From an optimization exercise on the open Yosys and OpenROAD flow, aimed at small area, a short achievable clock period and few clock cycles per item; shortcuts taken in it are not production practice. In this exercise RTL edits were held to simulation tests only and were not proved equivalent to the original. No activity file was given, so power comes from the tool's default toggle rates.

==> 06-17 <==
==> flow/design.v <==
module redmule_mx_norm (
  input logic [15:0] x_i,
  output logic [11:0] el_o
);
  logic [9:0] m, pre, h;
  logic [5:0] ks;
  logic [4:0] fs;
  logic enz;
  assign m = x_i[9:0];
  assign enz = |x_i[14:10];
  always_comb begin
    pre[9] = 1'b0;
    for (int i = 8; i >= 0; i--) pre[i] = pre[i + 1] | m[i + 1];
  end
  assign h = m & ~pre;
  always_comb begin
    ks = '0;
    for (int i = 0; i < 10; i++) ks = ks | ({6{h[i]}} & 6'(i + 23));
  end
  assign fs[4] = |(h[9:1] & m[8:0]);
  assign fs[3] = |(h[9:2] & m[7:0]);
  assign fs[2] = |(h[9:3] & m[6:0]);
  assign fs[1] = |(h[9:4] & m[5:0]);
  assign fs[0] = |(m[4:0] & pre[8:4]);
  assign el_o[11] = x_i[15];
  assign el_o[10:5] = enz ? {1'b1, x_i[14:10]} : ks;
  assign el_o[4:0] = enz ? {m[9:6], |m[5:0]} : fs;
endmodule
module redmule_mx_enc (
  input logic [11:0] el_i,
  input logic [5:0] kn_i,
  output logic [7:0] q_o
);
  logic [4:0] f, g;
  logic [5:0] k, j;
  logic [6:0] cy;
  logic co, rnd, nrm, sat, s0, s1, s2, s3, nz, r0, r1, t0, t1;
  logic [2:0] r;
  logic [3:0] sub;
  logic [6:0] c;
  assign f = el_i[4:0];
  assign k = el_i[10:5];
  assign co = &f[4:1];
  assign cy[0] = co;
  always_comb
    for (int i = 0; i < 6; i++) begin
      j[i] = k[i] ^ kn_i[i] ^ cy[i];
      cy[i + 1] = (k[i] & kn_i[i]) | (cy[i] & (k[i] ^ kn_i[i]));
    end
  assign rnd = f[1] & (f[0] | f[2]);
  assign r[0] = f[2] ^ rnd;
  assign r[1] = f[3] ^ (f[2] & f[1]);
  assign r[2] = f[4] ^ (f[3] & f[2] & f[1]);
  assign g = co ? 5'd0 : f;
  assign nz = |j[3:0];
  assign nrm = (j[5] && j[4] && nz) || (j == 6'd0);
  assign sat = (j == 6'd0) || (&j[3:0] && &r);
  assign s0 = j == 6'd48;
  assign s1 = j == 6'd47;
  assign s2 = j == 6'd46;
  assign s3 = j == 6'd45;
  assign r0 = g[2] & (g[1] | g[0] | g[3]);
  assign r1 = g[3] & (g[2] | g[1] | g[0] | g[4]);
  assign t0 = g[4] & g[3] & r0;
  assign t1 = g[4] & r1;
  assign sub[3] = s0 & t0;
  assign sub[2] = (s0 & !t0) | (s1 & t1);
  assign sub[1] = (s0 & (g[4] ^ (g[3] & r0))) | (s1 & !t1) | (s2 & g[4]);
  assign sub[0] = (s0 & (g[3] ^ r0)) | (s1 & (g[4] ^ r1)) | (s2 & !g[4]) | (s3 & |g);
  assign c[6:3] = nrm ? (j[3:0] | {4{sat}}) : {3'b000, sub[3]};
  assign c[2:0] = nrm ? (sat ? 3'b110 : r) : sub[2:0];
  assign q_o = {el_i[11], c};
endmodule
module redmule_mx_encoder #(
  parameter int DATA_W = 256,
  parameter int BITW = 16,
  parameter int NUM_LANES = 8
) (
  input logic clk_i,
  input logic rst_i,
  input logic fp16_valid_i,
  output logic fp16_ready_o,
  input logic [NUM_LANES*BITW-1:0] fp16_data_i,
  output logic mx_val_valid_o,
  input logic mx_val_ready_i,
  output logic [DATA_W-1:0] mx_val_data_o,
  output logic mx_exp_valid_o,
  input logic mx_exp_ready_i,
  output logic [7:0] mx_exp_data_o
);
  localparam int EW = 12;
  logic [NUM_LANES*EW-1:0] w_norm;
  logic [NUM_LANES*EW-1:0] r_c, r_d;
  logic [127:0] r_a, r_b;
  logic [EW-1:0] w_el [32];
  logic [255:0] w_enc;
  logic [5:0] r_km, w_kmax, w_kn;
  logic [47:0] w_kl, r_kl;
  logic r_klv;
  logic [8:0] w_col [6];
  logic [8:0] w_alive [7];
  logic w_special;
  logic [1:0] r_cnt, w_cnt;
  logic r_full, w_full, r_rdy, w_rdy, r_val_v, w_val_v, r_exp_v, w_exp_v;
  logic [7:0] r_exp;
  logic w_acc, w_go, w_lda, w_ldb, w_hda, w_hdb;
  for (genvar l = 0; l < NUM_LANES; l++) begin : g_norm
    redmule_mx_norm u_norm (.x_i(fp16_data_i[BITW*l +: BITW]), .el_o(w_norm[EW*l +: EW]));
    assign w_kl[6*l +: 6] = w_norm[EW*l + 5 +: 6];
  end
  always_comb
    for (int l = 0; l < NUM_LANES; l++) begin
      w_el[l] = r_c[EW*l +: EW];
      w_el[8 + l] = r_d[EW*l +: EW];
      w_el[16 + l] = r_a[EW*l +: EW];
      w_el[24 + l] = r_b[EW*l +: EW];
    end
  always_comb
    for (int b = 0; b < 6; b++) begin
      for (int i = 0; i < 8; i++) w_col[b][i] = r_kl[6*i + b] & r_klv;
      w_col[b][8] = r_km[b];
    end
  assign w_alive[6] = '1;
  always_comb
    for (int b = 5; b >= 0; b--) begin
      w_kmax[b] = |(w_alive[b + 1] & w_col[b]);
      w_alive[b] = w_alive[b + 1] & (w_col[b] | {9{!w_kmax[b]}});
    end
  assign w_special = &w_kmax;
  assign w_kn = w_kmax == 6'd0 ? 6'd16 : ~w_kmax;
  for (genvar i = 0; i < 32; i++) begin : g_enc
    logic [7:0] q;
    redmule_mx_enc u_enc (.el_i(w_el[i]), .kn_i(w_kn), .q_o(q));
    assign w_enc[8*i +: 8] = w_special ? 8'h7F : q;
  end
  assign w_acc = fp16_valid_i && r_rdy;
  assign w_lda = r_rdy && r_cnt == 2'd2;
  assign w_ldb = r_rdy && r_cnt == 2'd3;
  assign w_hda = !(w_go || w_lda);
  assign w_hdb = !(w_go || w_ldb);
  assign w_go = r_full && !r_exp_v;
  always_comb begin
    w_cnt = r_cnt + 2'(w_acc);
    w_full = (r_full && !w_go) || (w_acc && r_cnt == 2'd3);
    w_val_v = w_go || (r_val_v && !mx_val_ready_i);
    w_exp_v = w_go || (r_exp_v && !mx_exp_ready_i);
    case (w_cnt)
      2'd0: w_rdy = !w_full || !w_exp_v;
      2'd1: w_rdy = 1'b1;
      default: w_rdy = !w_val_v;
    endcase
  end
  always_ff @(posedge clk_i) begin
    if (rst_i) begin
      r_cnt <= '0;
      r_full <= 1'b0;
      r_rdy <= 1'b1;
      r_val_v <= 1'b0;
      r_exp_v <= 1'b0;
      r_klv <= 1'b0;
      r_km <= '0;
    end else begin
      r_klv <= w_acc;
      r_km <= w_go ? 6'd0 : w_kmax;
      r_cnt <= w_cnt;
      r_full <= w_full;
      r_rdy <= w_rdy;
      r_val_v <= w_val_v;
      r_exp_v <= w_exp_v;
    end
  end
  always_ff @(posedge clk_i) begin
    r_kl <= w_kl;
    if (r_rdy && r_cnt == 2'd0) r_c <= w_norm;
    if (r_rdy && r_cnt == 2'd1) r_d <= w_norm;
    r_a[95:0] <= ({96{w_go}} & w_enc[95:0]) | ({96{w_lda}} & w_norm) | ({96{w_hda}} & r_a[95:0]);
    r_b[95:0] <= ({96{w_go}} & w_enc[223:128]) | ({96{w_ldb}} & w_norm) | ({96{w_hdb}} & r_b[95:0]);
    if (w_go) begin
      r_a[127:96] <= w_enc[127:96];
      r_b[127:96] <= w_enc[255:224];
    end
    if (w_go) r_exp <= w_special ? 8'hFF : w_kmax == 6'd0 ? 8'h00 : 8'(w_kmax) + 8'd72;
  end
  assign fp16_ready_o = r_rdy;
  assign mx_val_valid_o = r_val_v;
  assign mx_exp_valid_o = r_exp_v;
  assign mx_val_data_o = {r_b, r_a};
  assign mx_exp_data_o = r_exp;
endmodule
==> flow/flow/run.sh <==
#!/bin/bash
# Own layout flow: the standard ORFS flow, with these changes:
#  - synthesis is the standard flow's own script (synth_recipe.tcl) with yosys's generic "abc -fast" pass
#    skipped (SYNTH_ARGS=-noabc) and the final ABC mapping script replaced: flow/abc_leaf.script
#    for the small combinational modules, flow/abc_top.script for the top module. Registers and
#    their names are untouched by either change;
#  - the port buffers are sky130_fd_sc_hd__buf_2 instead of the default choice, and the output
#    ports' buffers become sky130_fd_sc_hd__buf_1 after global placement (flow/post_gpl.tcl);
#  - repair_timing aims for a setup margin of flow/margin.txt ns.
# ORFS writes each step's log under orfs/logs; make's own output goes to make.log here.
set -euo pipefail
W=$PWD
FL=$W/flow
RES=$W/orfs/results/$FLOW_PLATFORM/redmule_mx_encoder/base
MARGIN=$(cat $FL/margin.txt)
cat > $W/own_synth.tcl <<EOT
proc abc {args} {
  set i [lsearch -exact \$args -script]
  set leaf \$args
  lset leaf [expr {\$i + 1}] $FL/abc_leaf.script
  set top \$args
  lset top [expr {\$i + 1}] $FL/abc_top.script
  yosys abc {*}\$leaf redmule_mx_enc redmule_mx_norm
  yosys abc {*}\$top $FLOW_TOP
}
source $W/synth_recipe.tcl
EOT
export BUFFER_PORTS_ARGS="-buffer_cell sky130_fd_sc_hd__buf_2"
export SETUP_SLACK_MARGIN=$MARGIN
export SYNTH_ARGS=-noabc
if [[ -f $FL/post_gpl.tcl ]]; then export POST_GLOBAL_PLACE_TCL=$FL/post_gpl.tcl; fi
make -C $FLOW_HOME DESIGN_CONFIG=$W/config.mk WORK_HOME=$W/orfs CLKGATE_MAP_FILE= \
  SYNTH_SCRIPT=$W/own_synth.tcl "BUFFER_PORTS_ARGS=$BUFFER_PORTS_ARGS" \
  SETUP_SLACK_MARGIN=$MARGIN SYNTH_ARGS=-noabc finish > $W/make.log 2>&1
: # left out here: write the final layout as DEF
==> flow/flow/abc_leaf.script <==
&get -n
&st
&deepsyn -J 300 -T 900
&st
&dch -f
&nf -R 1000
&put
==> flow/flow/abc_top.script <==
&get -n
&st
&deepsyn -J 300 -T 900
&st
&dch -f
&nf -R 1000
&put
==> flow/flow/margin.txt <==
42.5
==> flow/flow/post_gpl.tcl <==
# The output ports drive only their 0.01 pF load: give their buffers the smallest drive.
set n 0
foreach bt [[ord::get_db_block] getBTerms] {
  if {[$bt getIoType] ne "OUTPUT"} continue
  foreach it [[$bt getNet] getITerms] {
    if {![$it isOutputSignal]} continue
    set inst [$it getInst]
    if {[[$inst getMaster] getName] eq "sky130_fd_sc_hd__buf_2"} {
      replace_cell [get_cells [$inst getName]] sky130_fd_sc_hd__buf_1
      incr n
    }
  }
}
puts "post_gpl: $n output port buffers set to sky130_fd_sc_hd__buf_1"
==> flow/standard.sh <==
#!/bin/bash
# synth_recipe.tcl (not shown) runs the flow's synth.tcl, then flattens the netlist and writes it again
# the make line also repeats each setting of config.mk as NAME=value (left out here)
make -C /OpenROAD-flow-scripts/flow DESIGN_CONFIG=/design/flow/config.mk WORK_HOME=/design/flow/orfs CLKGATE_MAP_FILE= SYNTH_SCRIPT=/design/flow/synth_recipe.tcl "${@:-finish}"
==> flow/config.mk <==
export PLATFORM = sky130hd
export DESIGN_NAME = redmule_mx_encoder
export DESIGN_NICKNAME = redmule_mx_encoder
export VERILOG_FILES = /design/flow/design.v
export SDC_FILE = /design/flow/constraint.sdc
export NUM_CORES = 8
export LEC_CHECK = 0
export CAP_MARGIN = 20
export CORE_MARGIN = 2
export CORE_UTILIZATION = 62
export CTS_CLUSTER_DIAMETER = 150
export CTS_CLUSTER_SIZE = 25
export PLACE_DENSITY = 0.72
export SLEW_MARGIN = 20
export SYNTH_HIERARCHICAL = 1
==> flow/constraint.sdc <==
create_clock -name core_clock -period 55.0 [get_ports {clk_i}]
set_input_delay 11.0000 -clock core_clock [delete_from_list [all_inputs] [get_ports {clk_i}]]
set_output_delay 11.0000 -clock core_clock [all_outputs]
set_load 0.01 [all_outputs]
==> inputs of 04-19, as changes to 06-17 <==
--- a/flow/flow/run.sh
+++ b/flow/flow/run.sh
@@ -6,4 +6,3 @@
 #    their names are untouched by either change;
-#  - the port buffers are sky130_fd_sc_hd__buf_2 instead of the default choice, and the output
-#    ports' buffers become sky130_fd_sc_hd__buf_1 after global placement (flow/post_gpl.tcl);
+#  - the port buffers are sky130_fd_sc_hd__buf_2 instead of the default choice;
 #  - repair_timing aims for a setup margin of flow/margin.txt ns.
@@ -30,3 +29,2 @@
 export SYNTH_ARGS=-noabc
-if [[ -f $FL/post_gpl.tcl ]]; then export POST_GLOBAL_PLACE_TCL=$FL/post_gpl.tcl; fi
 make -C $FLOW_HOME DESIGN_CONFIG=$W/config.mk WORK_HOME=$W/orfs CLKGATE_MAP_FILE= \
==> flow/flow/abc_leaf.script (replaced) <==
&get -n
&st
&deepsyn -T 60
&st
&dch -f
&nf -R 1000
&put
==> flow/flow/abc_top.script (replaced) <==
&get -n
&st
&dch -f
&nf -R 1000
&st
&syn2
&dch -f
&nf -R 1000
&st
&syn2
&dch -f
&nf -R 1000
&put
CORE_UTILIZATION = 40   (was 62)
PLACE_DENSITY = 0.5   (was 0.72)
removed: flow/flow/post_gpl.tcl
==> results.txt <==
- Between 04-19 and 06-17, the lower clock power is in 06-17 (gap about 3%, measured against 06-17).
- Between 04-19 and 06-17, the lower design area is in 06-17 (gap about 2.6%, measured against 06-17).
- Between 04-19 and 06-17, the lower non-clock buffer count is in 06-17 (gap 4).
- Against 04-19, the setup slack of 06-17 is lower by 26 ps.
- 06-17 finished with timing, DRC and antenna clean. 04-19 completed without violations.
- Of 06-17 and 04-19, 06-17 has the higher hold slack (gap 2.7 ps).
Testbench counts of 06-17, summed over its fixed seeds: cycles 2,064, blocks 512.
Testbench counts of 04-19, summed over its fixed seeds: cycles 2,064, blocks 512.

-- re-timing with driven ports --
Ports are ideal in the flow. The routed layouts listed here were re-timed in OpenROAD. Step 1 sets driving cells, clkbuf_16 on the clock port and buf_2 on the other inputs (assumed; they add their load-dependent delay and slew). Step 2 moves the port delays by t, midway between the first and last clock arrival at a register: inputs arrive t later, outputs are due t later. That takes back most of the time a late clock gives input paths. a / b / c = ideal ports / drivers / drivers and shift; a / b = the first two.
| run | t, ns | setup slack, ns | latest minus earliest clock arrival (ns) | worst register clock-pin slew, ns | cell pins on the clock port's net |
|---|---|---|---|---|---|
| 06-17 | 0.667 | 42.511 / 42.447 / 41.917 | 0.039 / 0.039 | 0.11 / 0.11 | 1 |
| 04-19 | 0.669 | 42.537 / 42.470 / 41.966 | 0.023 / 0.023 | 0.12 / 0.12 | 1 |
After both steps every run listed still meets setup and hold. For 06-17, which loses most, drivers alone change the setup slack by -0.064 ns; drivers and shift together by -0.594 ns.
